What follows belongs to an exercise in optimizing a design on an open flow for small area; a production flow would make more cautious choices. Only simulation tests tie the RTL to the original design; equivalence was not proved. Power and IR drop assume default switching activity.

== run 1 ==
==> flow/design.v <==
package rf_pkg;
  localparam int XLEN_DEF  = 32;
  localparam int NREGS_DEF = 32;
  localparam int AW_DEF    = $clog2(NREGS_DEF);
  typedef logic [AW_DEF-1:0]   reg_addr_t;
  typedef logic [XLEN_DEF-1:0] xword_t;
  localparam reg_addr_t REG_ZERO = '0;
endpackage
module rf_read_port
#(
  parameter int XLEN  = rf_pkg::XLEN_DEF,
  parameter int NREGS = rf_pkg::NREGS_DEF,
  parameter int AW    = $clog2(NREGS)
) (
  input  logic [NREGS*XLEN-1:0] rf_i,
  input  logic [NREGS-1:0]      avail_i,
  input  logic [NREGS-1:0]      busy_i,
  input  logic                  wr_en_i,
  input  logic [AW-1:0]         wr_addr_i,
  input  logic [XLEN-1:0]       wr_data_i,
  input  logic [AW-1:0]         rs_addr_i,
  output logic [XLEN-1:0]       rs_data_o,
  output logic                  rs_busy_o
);
  logic             is_zero;
  logic             byp;
  logic [NREGS-1:0] sel;
  assign is_zero = (rs_addr_i == AW'(rf_pkg::REG_ZERO));
  assign byp     = wr_en_i && (wr_addr_i == rs_addr_i) && !is_zero;
  always_comb begin
    sel[0] = byp;
    for (int r = 1; r < NREGS; r++) begin
      sel[r] = (rs_addr_i == AW'(r)) && avail_i[r];
    end
  end
  for (genvar b = 0; b < XLEN; b++) begin : g_bit
    logic [NREGS-1:0] col;
    assign col[0] = wr_data_i[b];
    for (genvar r = 1; r < NREGS; r++) begin : g_col
      assign col[r] = rf_i[r*XLEN + b];
    end
    rf_sel32 u_sel (.s_i(sel), .d_i(col), .y_o(rs_data_o[b]));
  end
  always_comb begin
    rs_busy_o = busy_i[rs_addr_i] & ~byp & ~is_zero;
  end
endmodule
module rf_sel32 (
  input  logic [31:0] s_i,
  input  logic [31:0] d_i,
  output logic        y_o
);
  logic [11:0] g_n;
  logic [2:0]  p;
  for (genvar g = 0; g < 10; g++) begin : g_aoi
    rf_aoi222 u_aoi (
      .a0(s_i[3*g]),   .b0(d_i[3*g]),
      .a1(s_i[3*g+1]), .b1(d_i[3*g+1]),
      .a2(s_i[3*g+2]), .b2(d_i[3*g+2]),
      .y (g_n[g])
    );
  end
  rf_nand2 u_t0 (.a(s_i[30]), .b(d_i[30]), .y(g_n[10]));
  rf_nand2 u_t1 (.a(s_i[31]), .b(d_i[31]), .y(g_n[11]));
  rf_nand4 u_n0 (.a(g_n[0]), .b(g_n[1]), .c(g_n[2]),  .d(g_n[3]),  .y(p[0]));
  rf_nand4 u_n1 (.a(g_n[4]), .b(g_n[5]), .c(g_n[6]),  .d(g_n[7]),  .y(p[1]));
  rf_nand4 u_n2 (.a(g_n[8]), .b(g_n[9]), .c(g_n[10]), .d(g_n[11]), .y(p[2]));
  rf_or3   u_o  (.a(p[0]),   .b(p[1]),   .c(p[2]),                 .y(y_o));
endmodule
module rf_aoi222 (
  input  logic a0, b0, a1, b1, a2, b2,
  output logic y
);
  assign y = ~((a0 & b0) | (a1 & b1) | (a2 & b2));
endmodule
module rf_or3 (
  input  logic a, b, c,
  output logic y
);
  assign y = a | b | c;
endmodule
module rf_nand2 (
  input  logic a, b,
  output logic y
);
  assign y = ~(a & b);
endmodule
module rf_nand4 (
  input  logic a, b, c, d,
  output logic y
);
  assign y = ~(a & b & c & d);
endmodule
module reg_file_sb
#(
  parameter int  XLEN  = rf_pkg::XLEN_DEF,
  parameter int  NREGS = rf_pkg::NREGS_DEF,
  parameter int  NRD   = 2,
  localparam int AW    = $clog2(NREGS)
) (
  input  logic                clk,
  input  logic                rst_n,
  input  logic [NRD*AW-1:0]   rs_addr,
  input  logic [NRD-1:0]      rs_used,
  output logic [NRD*XLEN-1:0] rs_data,
  output logic [NRD-1:0]      rs_busy,
  output logic                stall,
  input  logic                wr_en,
  input  logic [AW-1:0]       wr_addr,
  input  logic [XLEN-1:0]     wr_data,
  input  logic                iss_en,
  input  logic [AW-1:0]       iss_rd,
  input  logic                flush
);
  logic [XLEN-1:0]       rf_q [1:NREGS-1];
  logic [XLEN-1:0]       rf_d [1:NREGS-1];
  logic [NREGS-1:1]      we;
  logic [NREGS-1:1]      valid_q;
  logic [NREGS-1:1]      busy_q;
  logic [NREGS-1:1]      busy_d;
  logic [NREGS*XLEN-1:0] rf_flat;
  logic [NREGS-1:0]      busy_vec;
  logic [NREGS-1:0]      avail_vec;
  logic                  byp_en;
  assign byp_en = wr_en & rst_n;
  always_comb begin
    for (int r = 1; r < NREGS; r++) begin
      we[r] = wr_en && (wr_addr == AW'(r));
    end
  end
  for (genvar r = 1; r < NREGS; r++) begin : g_word
    rf_hold #(.XLEN(XLEN)) u_hold (
      .we_i  (we[r]),
      .nwe_i (~we[r]),
      .wd_i  (wr_data),
      .q_i   (rf_q[r]),
      .d_o   (rf_d[r])
    );
  end
  always_ff @(posedge clk) begin
    for (int r = 1; r < NREGS; r++) begin
      rf_q[r] <= rf_d[r];
    end
  end
  always_ff @(posedge clk or negedge rst_n) begin
    if (!rst_n) begin
      valid_q <= '0;
    end else begin
      valid_q <= valid_q | we;
    end
  end
  always_comb begin
    for (int r = 1; r < NREGS; r++) begin
      busy_d[r] = (busy_q[r] & ~we[r] & ~flush) | (iss_en && (iss_rd == AW'(r)));
    end
  end
  always_ff @(posedge clk or negedge rst_n) begin
    if (!rst_n) begin
      busy_q <= '0;
    end else begin
      busy_q <= busy_d;
    end
  end
  assign rf_flat[XLEN-1:0] = '0;
  assign busy_vec          = {busy_q, 1'b0};
  assign avail_vec         = {valid_q & ~we, 1'b0};
  for (genvar r = 1; r < NREGS; r++) begin : g_flat
    assign rf_flat[r*XLEN +: XLEN] = rf_q[r];
  end
  for (genvar i = 0; i < NRD; i++) begin : g_rd
    rf_read_port #(
      .XLEN  (XLEN),
      .NREGS (NREGS),
      .AW    (AW)
    ) u_rd (
      .rf_i      (rf_flat),
      .avail_i   (avail_vec),
      .busy_i    (busy_vec),
      .wr_en_i   (byp_en),
      .wr_addr_i (wr_addr),
      .wr_data_i (wr_data),
      .rs_addr_i (rs_addr[i*AW +: AW]),
      .rs_data_o (rs_data[i*XLEN +: XLEN]),
      .rs_busy_o (rs_busy[i])
    );
  end
  assign stall = |(rs_used & rs_busy);
endmodule
module rf_hold
#(
  parameter int XLEN = rf_pkg::XLEN_DEF
) (
  input  logic            we_i,
  input  logic            nwe_i,
  input  logic [XLEN-1:0] wd_i,
  input  logic [XLEN-1:0] q_i,
  output logic [XLEN-1:0] d_o
);
  for (genvar b = 0; b < XLEN; b++) begin : g_bit
    rf_ao22 u_ao (.a0(we_i), .b0(wd_i[b]), .a1(nwe_i), .b1(q_i[b]), .y(d_o[b]));
  end
endmodule
module rf_ao22 (
  input  logic a0, b0, a1, b1,
  output logic y
);
  assign y = (a0 & b0) | (a1 & b1);
endmodule
clock: 6.0 ns
lec_check: 0
cap_margin: 10
core_margin: 2
core_utilization: 50
place_density: 0.72
slew_margin: 10
synth_hierarchical: 1
standard.sh (not shown) runs the stock make flow with config.mk's settings and CLKGATE_MAP_FILE= SYNTH_SCRIPT=/design/flow/synth_recipe.tcl, a recipe that flattens the netlist after the stock synthesis.
==> flow/flow/run.sh <==
#!/bin/bash
# The standard ORFS layout (the standard.sh, its own synthesis unchanged)
# with two settings changed:
#  - the port buffers are the smallest buffer cell, not a delay buffer;
#  - clock tree: clkbuf_16 buffers, larger sink clusters, no dummy loads.
# Each tool's log stays under orfs/logs/; make's output goes to standard.log.
set -euo pipefail
bash standard.sh \
  BUFFER_PORTS_ARGS="-buffer_cell sky130_fd_sc_hd__buf_1" \
  CTS_ARGS="-sink_clustering_enable -repair_clock_nets -dont_use_dummy_load -buf_list sky130_fd_sc_hd__clkbuf_16 -sink_clustering_size 28 -sink_clustering_max_diameter 100" \
  finish > standard.log 2>&1
Final checks on run 1, whose flow otherwise completed, came back failing, citing setup timing.
[inputs] run 2 vs run 1
- SETUP_SLACK_MARGIN now 0.15, previously not set
### Flow results
Relative to run 1, worst setup slack increased by 0.15 ns in run 2.
Looking across run 2 and run 1, the single run that reached the end with no open violations was run 2.
No crash in run 1: every stage finished, but the layout fails its final checks due to setup timing.
Changes observed in run 2 relative to run 1: xor/xnor share of the synthesized area held, worst hold slack did not really move, cell area roughly the same.
Status: total length of routed wires parity (run 2, run 1)
Critical path depth in run 2 is 1 above run 1.
Between run 2 and run 1, the difference in total power is negligible.
Input changes introduced in run 3 (baseline for comparison: run 2):
- clearing SETUP_SLACK_MARGIN, which used to be 0.15
- clearing PLACE_DENSITY, which used to be 0.72
- swapping 10 for 5 in SLEW_MARGIN
- swapping 10 for 5 in CAP_MARGIN
--- outcome ---
- Changes observed in run 3 relative to run 2: met1 usage in global routing picked up an extra 5.6 points, reported leakage power picked up an extra 1.8%, power picked up an extra about 1%, fraction of the cycle the final worst path needs picked up an extra 4.9 points, setup slack of the most critical reg-to-reg path picked up an extra 0.02 ns.
- Taking run 2 as the reference point, the worst slack on hold paths of run 3 rises by 0.0063 ns.
- Taking run 2 as the reference point, the global-route usage of run 3 rises by 8.1 points.
- [flow] run 3 | stages: complete | final checks: fail | reason: capacitance limit, slew limit, setup timing

==> what the ideal ports hide <==
The results above use ideal ports. As a check the final layouts listed here were re-extracted and re-timed, cells and wires unchanged. Step 1 assumes that a clkbuf_16 drives the clock port and a buf_2 every other input. Step 2 adds t to the input delays and takes it off the output delays; t is the mean of the earliest and latest rising clock arrival at the registers after step 1. Input paths then give back, and output paths get back, about the clock's delay inside the block. Three values: ideal ports, drivers, drivers and shift; two values: the first two.
| run | shift t [ns] | setup WS [ns] | pins driven straight from the clock port |
|---|---|---|---|
| run 1 | 0.705 | -0.016 / -0.041 / -0.041 | 1 |
| run 2 | 0.708 | 0.136 / 0.115 / 0.115 | 1 |
| run 3 | 0.731 | -0.156 / -0.198 / -0.198 | 1 |
For run 3, which loses most, drivers alone change the setup slack by -0.042 ns; drivers and shift together by -0.042 ns.
